This is an optimization exercise on Yosys and OpenROAD, whose aim is small area, not a production implementation. Only simulation tests tie the RTL to the original design; equivalence was not proved.

Design avalon_xbar_arb, start of the top module:
module avalon_xbar_arb #(
    parameter int NUM_INPUTS  = 5,
    parameter int NUM_OUTPUTS = 5,
    parameter int ADDR_W      = 30,
    parameter int DATA_W      = 32,
    parameter int BURST_W     = 8
) (
    input  logic                            i_Clk,
    input  logic                            i_Reset,
    input  logic [ADDR_W*NUM_INPUTS-1:0]    i_AVIn_Addr,
    input  logic [(DATA_W/8)*NUM_INPUTS-1:0] i_AVIn_ByteEn,
    input  logic [NUM_INPUTS-1:0]           i_AVIn_Read,
    input  logic [NUM_INPUTS-1:0]           i_AVIn_Write,
    input  logic [DATA_W*NUM_INPUTS-1:0]    i_AVIn_WriteData,
    input  logic [BURST_W*NUM_INPUTS-1:0]   i_AVIn_BurstCount,
    output logic [DATA_W*NUM_INPUTS-1:0]    o_AVIn_ReadData,
    output logic [NUM_INPUTS-1:0]           o_AVIn_WaitRequest,
    output logic [NUM_INPUTS-1:0]           o_DecodeErr,
    output logic [ADDR_W*NUM_OUTPUTS-1:0]   o_AVOut_Addr,
    output logic [(DATA_W/8)*NUM_OUTPUTS-1:0] o_AVOut_ByteEn,
    output logic [NUM_OUTPUTS-1:0]          o_AVOut_Read,
    output logic [NUM_OUTPUTS-1:0]          o_AVOut_Write,
    output logic [DATA_W*NUM_OUTPUTS-1:0]   o_AVOut_WriteData,
    output logic [BURST_W*NUM_OUTPUTS-1:0]  o_AVOut_BurstCount,
    input  logic [DATA_W*NUM_OUTPUTS-1:0]   i_AVOut_ReadData,
    input  logic [NUM_OUTPUTS-1:0]          i_AVOut_WaitRequest
);
Size in the first run: ~1,100 I/O pins, about 0.016 mm^2 of cells after synthesis.
clock: 7.0 ns
lec_check: 0
cap_margin: 20
cell_pad_in_sites_detail_placement: 1
cell_pad_in_sites_global_placement: 1
core_area: 5 5 375 375
die_area: 0 0 380 380
place_density: 0.4
slew_margin: 20
synth_hierarchical: 1
synth_minimum_keep_size: 0
run.sh (not shown) runs the stock make flow with config.mk's settings and CLKGATE_MAP_FILE= SYNTH_SCRIPT=/design/flow/synth_recipe.tcl, a recipe that flattens the netlist after the stock synthesis.
The starting point finished clean.
Next try:
==> flow/flow/run.sh (new file) <==
#!/bin/bash
# Standard ORFS layout (standard.sh), except that:
#  - synthesis maps the logic with an area-oriented ABC script (flow/synth_area.tcl wraps
#    synth_recipe.tcl);
#  - the port buffers are the smallest buffer cell (buf_1) instead of the one buffer_ports
#    picks by default;
#  - IO pins may sit one routing track apart, so that the ports fit a smaller die; the clock
#    port is placed first, alone on met4 (flow/clock_pin.tcl).
# make's output goes to standard_flow.log; each ORFS step keeps its own log under orfs/logs/.
set -euo pipefail
here=$(pwd)
export AREA_ABC_SCRIPT="$here/flow/area.abc"
export FLOW_SYNTH_TCL="$here/synth_recipe.tcl"
export BUFFER_PORTS_ARGS="-buffer_cell sky130_fd_sc_hd__buf_1"
export PLACE_PINS_ARGS="-min_distance 1 -min_distance_in_tracks"
export PRE_IO_PLACEMENT_TCL="$here/flow/clock_pin.tcl"
bash standard.sh "SYNTH_SCRIPT=$here/flow/synth_area.tcl" \
  "BUFFER_PORTS_ARGS=$BUFFER_PORTS_ARGS" "PLACE_PINS_ARGS=$PLACE_PINS_ARGS" \
  "PRE_IO_PLACEMENT_TCL=$PRE_IO_PLACEMENT_TCL" finish > standard_flow.log 2>&1
==> flow/flow/area.abc (new file) <==
&get -n
&st
&dch
&nf -p -R 1000
&st
&syn2
&dch
&nf -p -R 1000
&st
&dch -f
&nf -p -R 1000
&put
buffer -c
dnsize -c
==> flow/flow/clock_pin.tcl (new file) <==
# Runs just before place_pins (ORFS PRE_IO_PLACEMENT hook): the clock port gets the top edge's
# met4 layer to itself, away from the tightly spaced met2/met3 signal pins.
place_pin -pin_name i_Clk -layer met4 -location {125 250} -force_to_die_boundary
==> flow/flow/synth_area.tcl (new file) <==
# The standard synthesis (synth_recipe.tcl, sourced unchanged below), except for the final
# technology mapping: every module but the mux leaf is mapped with an area-oriented ABC script (area.abc),
# the one-hot mux leaf module (avalon_xbar_ao5) with ORFS's default script. Registers are untouched by ABC, so
# they keep the standard synthesis's names and cells.
proc abc {args} {
  set i [lsearch -exact $args -script]
  set top_args $args
  lset top_args [expr {$i + 1}] $::env(AREA_ABC_SCRIPT)
  yosys abc {*}$args avalon_xbar_ao5
  yosys abc {*}$top_args avalon_xbar_ao5 %n
}
source $::env(FLOW_SYNTH_TCL)
==> flow/standard.sh (new file) <==
#!/bin/bash
# synth_recipe.tcl (not shown) runs the flow's synth.tcl, then flattens the netlist and writes it again
# the make line also repeats each setting of config.mk as NAME=value (left out here)
make -C /OpenROAD-flow-scripts/flow DESIGN_CONFIG=/design/flow/config.mk WORK_HOME=/design/flow/orfs CLKGATE_MAP_FILE= SYNTH_SCRIPT=/design/flow/synth_recipe.tcl "${@:-finish}"
Settings changed: CORE_AREA 5 5 375 375 to 5 5 245 245, DIE_AREA 0 0 380 380 to 0 0 250 250.
removed: flow/run.sh
After rerunning: Flip-flop and latch count is unchanged; clock skew drops by 4.4 ps; setup slack gains 89 ps; critical path depth is higher by 4; via count grows by 2.5%; non-clock buffer count goes down by 34; core utilization went up by 15 points.
Next try:
--- a/flow/flow/run.sh
+++ b/flow/flow/run.sh
@@ -6,3 +6 @@
-#    picks by default;
-#  - IO pins may sit one routing track apart, so that the ports fit a smaller die; the clock
-#    port is placed first, alone on met4 (flow/clock_pin.tcl).
+#    picks by default.
@@ -15,2 +12,0 @@
-export PLACE_PINS_ARGS="-min_distance 1 -min_distance_in_tracks"
-export PRE_IO_PLACEMENT_TCL="$here/flow/clock_pin.tcl"
@@ -18,2 +14 @@
-  "BUFFER_PORTS_ARGS=$BUFFER_PORTS_ARGS" "PLACE_PINS_ARGS=$PLACE_PINS_ARGS" \
-  "PRE_IO_PLACEMENT_TCL=$PRE_IO_PLACEMENT_TCL" finish > standard_flow.log 2>&1
+  "BUFFER_PORTS_ARGS=$BUFFER_PORTS_ARGS" finish > standard_flow.log 2>&1
Settings changed: CORE_AREA 5 5 245 245 to 5 5 375 375, DIE_AREA 0 0 250 250 to 0 0 380 380.
removed: flow/flow/clock_pin.tcl
Result: The changed run produced a clean layout. Register-to-register slack improves by 150 ps. Utilization goes down by 21 points. Design area goes up by 8.1%. Routed wire length increases by 32%.

## afterwards: timing with drivers on the ports
No port has a modelled driver above. Below, the same layouts with a new extraction and two added sets of constraints.
Step 1 (the two cells are an assumption about what drives the block):
set clk [get_ports {i_Clk}]
set_driving_cell -lib_cell sky130_fd_sc_hd__clkbuf_16 $clk
set_driving_cell -lib_cell sky130_fd_sc_hd__buf_2 [delete_from_list [all_inputs] $clk]
Step 2 also shifts input and output timing later by t, the mid clock arrival at the registers, as if the neighbouring blocks saw the same clock.
Slacks: ideal / step 1 / step 2; pairs: ideal / step 1.
run | t (ns) | setup WS [ns] | worst setup path at the end
the first run | 0.407 | 0.502 / 0.352 / 0.352 | input to output
the second run | 0.431 | 0.591 / 0.563 / 0.563 | input to output
the third run | 0.414 | 0.665 / 0.453 / 0.453 | input to output
After both steps setup and hold are still met in every run listed. For the third run, which loses most, drivers alone change the setup slack by -0.212 ns; drivers and shift together by -0.212 ns.
